Context: an optimization exercise on an open-source flow, tuned for small area. The choices shown serve that exercise and are no tape-out recipe. Only simulation tests tie the RTL to the original design; equivalence was not proved. Power figures rest on the tool's default switching activity, not on a simulated workload.

Design data_mem_responder, start of the top module:
module data_mem_responder #(
  parameter int DEPTH       = 64,
  parameter int WAIT_STATES = 2
) (
  input  logic              clk,
  input  logic              reset,
  input  logic              req,
  input  logic              MemWrite,
  input  logic [mips_pkg::WORD_W-1:0] A,
  input  logic [mips_pkg::WORD_W-1:0] WD,
  output logic [mips_pkg::WORD_W-1:0] RD,
  output logic              ready,
  output logic              addr_err
);
Size in the first run: roughly 3500 cells after synthesis, ~2200 flip-flops, roughly 100 I/O pins, ~0.055 mm² of cells after synthesis.
==> flow/config.mk <==
export PLATFORM = sky130hd
export DESIGN_NAME = data_mem_responder
export DESIGN_NICKNAME = data_mem_responder
export VERILOG_FILES = /design/flow/design.v
export SDC_FILE = /design/flow/constraint.sdc
export NUM_CORES = 4
export LEC_CHECK = 0
export CAP_MARGIN = 20
export CORE_MARGIN = 2
export CORE_UTILIZATION = 55
export CTS_BUF_LIST = sky130_fd_sc_hd__clkbuf_8
export CTS_CLUSTER_DIAMETER = 50
export CTS_CLUSTER_SIZE = 18
export PLACE_DENSITY = 0.65
export SLEW_MARGIN = 20
export SYNTH_HIERARCHICAL = 1
==> flow/constraint.sdc <==
create_clock -name core_clock -period 6.5 [get_ports {clk}]
set_input_delay 1.3000 -clock core_clock [delete_from_list [all_inputs] [get_ports {clk}]]
set_output_delay 1.3000 -clock core_clock [all_outputs]
set_load 0.01 [all_outputs]
standard.sh (not shown) runs the stock make flow with config.mk's settings and CLKGATE_MAP_FILE= SYNTH_SCRIPT=/design/flow/synth_recipe.tcl, a recipe that flattens the netlist after the stock synthesis.
==> flow/flow/run.sh <==
#!/bin/bash
# The standard layout, with two changes: the clock tree is built without
# dummy loads (one level of sink clusters, small buffers above them), and
# the ports are buffered with a small buffer.
set -euo pipefail
cd "$(dirname "$0")/.."
bash standard.sh \
  "CTS_ARGS=-sink_clustering_enable -repair_clock_nets -buf_list sky130_fd_sc_hd__clkbuf_8 -tree_buf sky130_fd_sc_hd__clkbuf_4 -sink_clustering_size 18 -sink_clustering_max_diameter 50 -sink_clustering_levels 1 -dont_use_dummy_load" \
  "BUFFER_PORTS_ARGS=-buffer_cell sky130_fd_sc_hd__buf_1" \
  finish > standard.log 2>&1
Change:
--- a/flow/design.v
+++ b/flow/design.v
@@ -135,36 +135,25 @@
   always_ff @(posedge clk) begin
     if (idle) begin
       idx_q <= A[IDX_W+1:2];
       mis_q <= (A[1:0] != 2'b00);
       we_q  <= MemWrite;
     end
   end
-  logic [2:0]          clr_q;
-  logic                clearing;
-  logic [PORT_GAP-1:0] vld_ok;
-  assign clearing = (clr_q != 3'(PORT_GAP));
-  always_comb begin
-    for (int r = 0; r < PORT_GAP; r++)
-      vld_ok[r] = !clearing || (3'(r) < clr_q);
-  end
   always_ff @(posedge clk or negedge reset) begin
     if (!reset) begin
-      clr_q <= '0;
-    end else if (clearing) begin
-      clr_q <= clr_q + 3'd1;
-    end
-  end
-  always_ff @(posedge clk) begin
-    for (int p = 0; p < DEPTH; p++) begin
-      if (p % PORT_GAP == 0)
-        vld_q[p] <= (vld_q[(p + DEPTH - 1) % DEPTH] && !clearing) ||
-                    (pend_q && ppos == IDX_W'((p + DEPTH - 1) % DEPTH));
-      else
-        vld_q[p] <= vld_q[(p + DEPTH - 1) % DEPTH];
+      vld_q <= '0;
+    end else begin
+      for (int p = 0; p < DEPTH; p++) begin
+        if (p % PORT_GAP == 0)
+          vld_q[p] <= vld_q[(p + DEPTH - 1) % DEPTH] |
+                      (pend_q && ppos == IDX_W'((p + DEPTH - 1) % DEPTH));
+        else
+          vld_q[p] <= vld_q[(p + DEPTH - 1) % DEPTH];
+      end
     end
   end
   logic [W-1:0] wd_n;
   assign wd_n = ~wd_q;
   for (genvar p = 0; p < DEPTH; p++) begin : g_ring
     if (p % PORT_GAP == 0) begin : g_port
       wire           wr;
@@ -193,15 +182,14 @@
   assign use_wd = idle ? (fwd & ~MemWrite) : ((ph_q == 2'd3) | cap_q | we_q);
   assign rd_on  = !(ph_q == 2'd2 && mis_q);
   always_comb begin
     tap_hit = 1'b0;
     for (int k = 0; k < NTAP; k++) begin
       tap_hit = tap_hit | (rpos == IDX_W'(k * TAP_GAP));
       rsel[k] = rd_on && !use_wd && !stsel && vld_q[k * TAP_GAP] &&
-                vld_ok[(k * TAP_GAP) % PORT_GAP] &&
                 rpos == IDX_W'(k * TAP_GAP);
     end
   end
   assign wsel = rd_on & use_wd;
   localparam int NPL = 12;   
   localparam int NIV = 11;   
   localparam logic [6*(NPL-1)-1:0] PL_TAP =
Worst hold slack loses 0.043 ns.
Flip-flop and latch count falls by 3.
Routed wire length falls by 2.7%.
Worst setup slack loses 0.11 ns.
Final cell count falls by about 0.9%.
Design area stays flat.
First-iteration DRC count falls by 5.8%.

* * *

Setup of the previous run:
The RTL this note starts from:
==> flow/design.v <==
package mips_pkg;
  localparam logic [1:0] S_IDLE = 2'd0;
  localparam logic [1:0] S_WAIT = 2'd1;
  localparam logic [1:0] S_RESP = 2'd2;
  localparam int WORD_W = 32;
endpackage
module wait_counter (
  input  logic       clk,
  input  logic       rst_n,
  input  logic       load,
  input  logic [3:0] load_val,
  input  logic       en,
  output logic       done
);
  logic [3:0] cnt_q;
  logic [3:0] cnt_d;
  assign done = (cnt_q == 4'd0);
  always_comb begin
    cnt_d = cnt_q;
    if (load) begin
      cnt_d = load_val;
    end else if (en && !done) begin
      cnt_d = cnt_q - 4'd1;
    end
  end
  always_ff @(posedge clk or negedge rst_n) begin
    if (!rst_n) begin
      cnt_q <= 4'd0;
    end else begin
      cnt_q <= cnt_d;
    end
  end
endmodule
module dmr_aoi222 (
  input  logic a0, b0, a1, b1, a2, b2,
  output logic y
);
  assign y = ~((a0 & b0) | (a1 & b1) | (a2 & b2));
endmodule
module dmr_aoi22 (
  input  logic a0, b0, a1, b1,
  output logic y
);
  assign y = ~((a0 & b0) | (a1 & b1));
endmodule
module dmr_o22ai (
  input  logic a1, a2, b1, b2,
  output logic y
);
  assign y = ~((a1 | a2) & (b1 | b2));
endmodule
module dmr_mux2i (
  input  logic s, a0, a1,
  output logic y
);
  assign y = ~(s ? a1 : a0);
endmodule
module dmr_nor4 (
  input  logic a, b, c, d,
  output logic y
);
  assign y = ~(a | b | c | d);
endmodule
module dmr_nor2 (
  input  logic a, b,
  output logic y
);
  assign y = ~(a | b);
endmodule
module dmr_and4 (
  input  logic a, b, c, d,
  output logic y
);
  assign y = a & b & c & d;
endmodule
module dmr_nand4 (
  input  logic a, b, c, d,
  output logic y
);
  assign y = ~(a & b & c & d);
endmodule
module data_mem_responder #(
  parameter int DEPTH       = 64,
  parameter int WAIT_STATES = 2
) (
  input  logic              clk,
  input  logic              reset,
  input  logic              req,
  input  logic              MemWrite,
  input  logic [mips_pkg::WORD_W-1:0] A,
  input  logic [mips_pkg::WORD_W-1:0] WD,
  output logic [mips_pkg::WORD_W-1:0] RD,
  output logic              ready,
  output logic              addr_err
);
  localparam int IDX_W    = $clog2(DEPTH);
  localparam int W        = mips_pkg::WORD_W;
  localparam int PORT_GAP = 4;
  localparam int TAP_GAP  = 3;
  localparam int NTAP     = (DEPTH + TAP_GAP - 1) / TAP_GAP;
  logic [1:0]       ph_q;
  logic [IDX_W-1:0] rot_q;
  logic [IDX_W-1:0] idx_q;
  logic             mis_q, we_q, pend_q, cap_q;
  logic [W-1:0]     wd_q;
  logic [W-1:0]     rd_q;
  logic [DEPTH-1:0] vld_q;
  logic [W-1:0]     mem_q [DEPTH];
  logic             idle, acc, fwd, use_wd, tap_hit, rd_on, wsel, stsel;
  logic [IDX_W-1:0] ridx, rpos, ppos;
  logic [NTAP-1:0]  rsel;
  logic [W-1:0]     net;
  logic             unused;
  assign unused = ^{A[W-1:IDX_W+2]} ^ WAIT_STATES[0];
  assign idle = (ph_q == 2'd0);
  assign acc  = idle & req;
  assign ppos = idx_q + rot_q;
  assign ridx = idle ? A[IDX_W+1:2] : idx_q;
  assign rpos = ridx + rot_q;
  assign fwd  = pend_q & (A[IDX_W+1:2] == idx_q);
  always_ff @(posedge clk or negedge reset) begin
    if (!reset) begin
      ph_q   <= 2'd0;
      rot_q  <= '0;
      pend_q <= 1'b0;
    end else begin
      if (acc || !idle) ph_q <= ph_q + 2'd1;
      rot_q <= rot_q + 1'b1;
      if (acc)
        pend_q <= MemWrite & (A[1:0] == 2'b00);
      else if (ppos[1:0] == 2'(PORT_GAP - 1))
        pend_q <= 1'b0;
    end
  end
  always_ff @(posedge clk) begin
    if (idle) begin
      idx_q <= A[IDX_W+1:2];
      mis_q <= (A[1:0] != 2'b00);
      we_q  <= MemWrite;
    end
  end
  always_ff @(posedge clk or negedge reset) begin
    if (!reset) begin
      vld_q <= '0;
    end else begin
      for (int p = 0; p < DEPTH; p++) begin
        if (p % PORT_GAP == 0)
          vld_q[p] <= vld_q[(p + DEPTH - 1) % DEPTH] |
                      (pend_q && ppos == IDX_W'((p + DEPTH - 1) % DEPTH));
        else
          vld_q[p] <= vld_q[(p + DEPTH - 1) % DEPTH];
      end
    end
  end
  logic [W-1:0] wd_n;
  assign wd_n = ~wd_q;
  for (genvar p = 0; p < DEPTH; p++) begin : g_ring
    if (p % PORT_GAP == 0) begin : g_port
      wire           wr;
      wire [W-1:0]   src;
      wire [W-1:0]   d;
      assign wr = pend_q && ppos == IDX_W'((p + DEPTH - 1) % DEPTH);
      if ((p / PORT_GAP) % 2 == 1) begin : g_inv
        assign src = wd_q;
      end else begin : g_pl
        assign src = wd_n;
      end
      for (genvar b = 0; b < W; b++) begin : g_bit
        dmr_mux2i u_mux (
          .s (wr),
          .a0(mem_q[(p + DEPTH - 1) % DEPTH][b]),
          .a1(src[b]),
          .y (d[b])
        );
      end
      always_ff @(posedge clk) mem_q[p] <= d;
    end else begin : g_pass
      always_ff @(posedge clk) mem_q[p] <= mem_q[p - 1];
    end
  end
  assign stsel  = idle & MemWrite;
  assign use_wd = idle ? (fwd & ~MemWrite) : ((ph_q == 2'd3) | cap_q | we_q);
  assign rd_on  = !(ph_q == 2'd2 && mis_q);
  always_comb begin
    tap_hit = 1'b0;
    for (int k = 0; k < NTAP; k++) begin
      tap_hit = tap_hit | (rpos == IDX_W'(k * TAP_GAP));
      rsel[k] = rd_on && !use_wd && !stsel && vld_q[k * TAP_GAP] &&
                rpos == IDX_W'(k * TAP_GAP);
    end
  end
  assign wsel = rd_on & use_wd;
  localparam int NPL = 12;   
  localparam int NIV = 11;   
  localparam logic [6*(NPL-1)-1:0] PL_TAP =
    {6'd57, 6'd51, 6'd48, 6'd42, 6'd33, 6'd27, 6'd24, 6'd18, 6'd9, 6'd3, 6'd0};
  localparam logic [6*NIV-1:0] IV_TAP =
    {6'd63, 6'd60, 6'd54, 6'd45, 6'd39, 6'd36, 6'd30, 6'd21, 6'd15, 6'd12, 6'd6};
  logic [NPL-1:0] pl_s;
  logic [NIV-1:0] iv_sn;
  logic [W-1:0]   pl_d [NPL];
  logic [W-1:0]   iv_d [NIV];
  for (genvar n = 0; n < NPL - 1; n++) begin : g_pls
    assign pl_s[n] = rsel[32'(PL_TAP[6*n +: 6]) / TAP_GAP];
    assign pl_d[n] = mem_q[PL_TAP[6*n +: 6]];
  end
  assign pl_s[NPL-1] = wsel;
  assign pl_d[NPL-1] = wd_q;
  for (genvar n = 0; n < NIV; n++) begin : g_ivs
    assign iv_sn[n] = ~rsel[32'(IV_TAP[6*n +: 6]) / TAP_GAP];
    assign iv_d[n]  = mem_q[IV_TAP[6*n +: 6]];
  end
  for (genvar b = 0; b < W; b++) begin : g_rd
    logic [NPL/3:0]   t;
    logic [NIV/2:0]   y;
    for (genvar g = 0; g < NPL / 3; g++) begin : g_pl
      dmr_aoi222 u_aoi (
        .a0(pl_s[3*g]),   .b0(pl_d[3*g][b]),
        .a1(pl_s[3*g+1]), .b1(pl_d[3*g+1][b]),
        .a2(pl_s[3*g+2]), .b2(pl_d[3*g+2][b]),
        .y (t[g])
      );
    end
    for (genvar g = 0; g < NIV / 2; g++) begin : g_iv
      dmr_o22ai u_oai (
        .a1(iv_sn[2*g]),   .a2(iv_d[2*g][b]),
        .b1(iv_sn[2*g+1]), .b2(iv_d[2*g+1][b]),
        .y (y[g])
      );
    end
    assign t[NPL/3] = ~(stsel & WD[b]);
    assign y[NIV/2] = ~(iv_sn[NIV-1] | iv_d[NIV-1][b]);
    logic n_a, n_b, n_x;
    dmr_nor4  u_na (.a(y[0]), .b(y[1]), .c(y[2]), .d(y[3]), .y(n_a));
    dmr_nor2  u_nb (.a(y[4]), .b(y[5]), .y(n_b));
    dmr_and4  u_nx (.a(t[0]), .b(t[1]), .c(t[2]), .d(t[3]), .y(n_x));
    dmr_nand4 u_ny (.a(n_x), .b(t[4]), .c(n_a), .d(n_b), .y(net[b]));
  end
  always_ff @(posedge clk) begin
    wd_q <= net;
    if (idle) begin
      cap_q <= fwd | tap_hit;
    end else if (ph_q == 2'd1) begin
      cap_q <= cap_q | tap_hit;
    end
  end
  always_ff @(posedge clk or negedge reset) begin
    if (!reset) begin
      rd_q <= '0;
    end else if (ph_q == 2'd2) begin
      rd_q <= net;
    end
  end
  assign RD       = rd_q;
  assign ready    = (ph_q == 2'd3);
  assign addr_err = ready & mis_q;
endmodule
clock: 6.5 ns
lec_check: 0
cap_margin: 20
core_margin: 2
core_utilization: 50
cts_buf_list: sky130_fd_sc_hd__clkbuf_8
cts_cluster_diameter: 40
cts_cluster_size: 15
place_density: 0.6
slew_margin: 20
synth_hierarchical: 1
==> flow/flow/run.sh <==
#!/bin/bash
# The standard layout, with two changes: the clock tree is built without
# dummy loads, and the ports are buffered with a small buffer.
set -euo pipefail
cd "$(dirname "$0")/.."
bash standard.sh \
  "CTS_ARGS=-sink_clustering_enable -repair_clock_nets -buf_list sky130_fd_sc_hd__clkbuf_8 -sink_clustering_size 15 -sink_clustering_max_diameter 40 -dont_use_dummy_load" \
  "BUFFER_PORTS_ARGS=-buffer_cell sky130_fd_sc_hd__buf_2" \
  finish > standard.log 2>&1
Relative to the previous run, the following input files were edited for the current run:
--- a/flow/design.v
+++ b/flow/design.v
@@ -53,34 +53,10 @@
   input  logic s, a0, a1,
   output logic y
 );
   assign y = ~(s ? a1 : a0);
 endmodule
-module dmr_nor4 (
-  input  logic a, b, c, d,
-  output logic y
-);
-  assign y = ~(a | b | c | d);
-endmodule
-module dmr_nor2 (
-  input  logic a, b,
-  output logic y
-);
-  assign y = ~(a | b);
-endmodule
-module dmr_and4 (
-  input  logic a, b, c, d,
-  output logic y
-);
-  assign y = a & b & c & d;
-endmodule
-module dmr_nand4 (
-  input  logic a, b, c, d,
-  output logic y
-);
-  assign y = ~(a & b & c & d);
-endmodule
 module data_mem_responder #(
   parameter int DEPTH       = 64,
   parameter int WAIT_STATES = 2
 ) (
   input  logic              clk,
@@ -104,11 +80,11 @@
   logic             mis_q, we_q, pend_q, cap_q;
   logic [W-1:0]     wd_q;
   logic [W-1:0]     rd_q;
   logic [DEPTH-1:0] vld_q;
   logic [W-1:0]     mem_q [DEPTH];
-  logic             idle, acc, fwd, use_wd, tap_hit, rd_on, wsel, stsel;
+  logic             idle, acc, fwd, use_wd, tap_hit, rd_on, wsel;
   logic [IDX_W-1:0] ridx, rpos, ppos;
   logic [NTAP-1:0]  rsel;
   logic [W-1:0]     net;
   logic             unused;
   assign unused = ^{A[W-1:IDX_W+2]} ^ WAIT_STATES[0];
@@ -176,18 +152,17 @@
       always_ff @(posedge clk) mem_q[p] <= d;
     end else begin : g_pass
       always_ff @(posedge clk) mem_q[p] <= mem_q[p - 1];
     end
   end
-  assign stsel  = idle & MemWrite;
-  assign use_wd = idle ? (fwd & ~MemWrite) : ((ph_q == 2'd3) | cap_q | we_q);
-  assign rd_on  = !(ph_q == 2'd2 && mis_q);
+  assign use_wd = idle ? fwd : (cap_q | we_q);
+  assign rd_on  = (ph_q != 2'd3) && !(ph_q == 2'd2 && mis_q);
   always_comb begin
     tap_hit = 1'b0;
     for (int k = 0; k < NTAP; k++) begin
       tap_hit = tap_hit | (rpos == IDX_W'(k * TAP_GAP));
-      rsel[k] = rd_on && !use_wd && !stsel && vld_q[k * TAP_GAP] &&
+      rsel[k] = rd_on && !use_wd && vld_q[k * TAP_GAP] &&
                 rpos == IDX_W'(k * TAP_GAP);
     end
   end
   assign wsel = rd_on & use_wd;
   localparam int NPL = 12;   
@@ -209,11 +184,11 @@
   for (genvar n = 0; n < NIV; n++) begin : g_ivs
     assign iv_sn[n] = ~rsel[32'(IV_TAP[6*n +: 6]) / TAP_GAP];
     assign iv_d[n]  = mem_q[IV_TAP[6*n +: 6]];
   end
   for (genvar b = 0; b < W; b++) begin : g_rd
-    logic [NPL/3:0]   t;
+    logic [NPL/3-1:0] t;
     logic [NIV/2:0]   y;
     for (genvar g = 0; g < NPL / 3; g++) begin : g_pl
       dmr_aoi222 u_aoi (
         .a0(pl_s[3*g]),   .b0(pl_d[3*g][b]),
         .a1(pl_s[3*g+1]), .b1(pl_d[3*g+1][b]),
@@ -226,23 +201,19 @@
         .a1(iv_sn[2*g]),   .a2(iv_d[2*g][b]),
         .b1(iv_sn[2*g+1]), .b2(iv_d[2*g+1][b]),
         .y (y[g])
       );
     end
-    assign t[NPL/3] = ~(stsel & WD[b]);
     assign y[NIV/2] = ~(iv_sn[NIV-1] | iv_d[NIV-1][b]);
-    logic n_a, n_b, n_x;
-    dmr_nor4  u_na (.a(y[0]), .b(y[1]), .c(y[2]), .d(y[3]), .y(n_a));
-    dmr_nor2  u_nb (.a(y[4]), .b(y[5]), .y(n_b));
-    dmr_and4  u_nx (.a(t[0]), .b(t[1]), .c(t[2]), .d(t[3]), .y(n_x));
-    dmr_nand4 u_ny (.a(n_x), .b(t[4]), .c(n_a), .d(n_b), .y(net[b]));
+    assign net[b] = ~&t | (|y);
   end
   always_ff @(posedge clk) begin
-    wd_q <= net;
     if (idle) begin
+      wd_q  <= MemWrite ? WD : net;
       cap_q <= fwd | tap_hit;
     end else if (ph_q == 2'd1) begin
+      wd_q  <= net;
       cap_q <= cap_q | tap_hit;
     end
   end
   always_ff @(posedge clk or negedge reset) begin
     if (!reset) begin
Results
The current run: flow completed, timing, DRC and antenna clean
Delta (the current run minus the previous run): power of the sequential group barely changed; via count climbed 782; height of the die climbed 0.43%; flip-flop and latch share of the layout cell area dropped 0.39 points; minimum setup slack in the final design dropped 0.53 ns.
Sort the previous run and the current run by routed length on met2, ascending, and the previous run comes first.
In the reports for the previous run and the current run, the larger number of placement rows belongs to the current run.
Summary of the current run over the previous run: fraction of power consumed by sequential logic now sits lower, total power rose 4.3%.
Looking at worst path required time, the current run sits 0.17 ns below the previous run.
The run showing the smaller number of logic inverters in the finished layout is the previous run.

-- re-timing with driven ports --
No port has a modelled driver above. Below, the same layouts with a new extraction and two added sets of constraints. Step 1, drivers: a clkbuf_16 drives clk and a buf_2 each remaining input, both assumed. Step 2, shift: input delay + t, output delay - t, t = (earliest + latest rising clock arrival at the registers) / 2. This alone moves slack from input paths to output paths. a / b / c = ideal / step 1 / step 2; a / b = the first two.
run | t, ns | setup WS [ns] | slew at the worst register clock pin (ns)
the first run of note 1 | 0.924 | 1.157 / 1.157 / 0.843 | 0.11 / 0.11
the second run of note 1 | 0.947 | 1.043 / 1.043 / 0.856 | 0.11 / 0.11
the previous run | 0.910 | 1.193 / 1.193 / 1.006 | 0.09 / 0.09
the current run | 0.903 | 0.664 / 0.664 / 0.262 | 0.09 / 0.09
After both steps setup and hold are still met in every run listed. The setup slack of the current run, which loses most, moves by 0.000 ns with the drivers and by -0.402 ns with both steps.
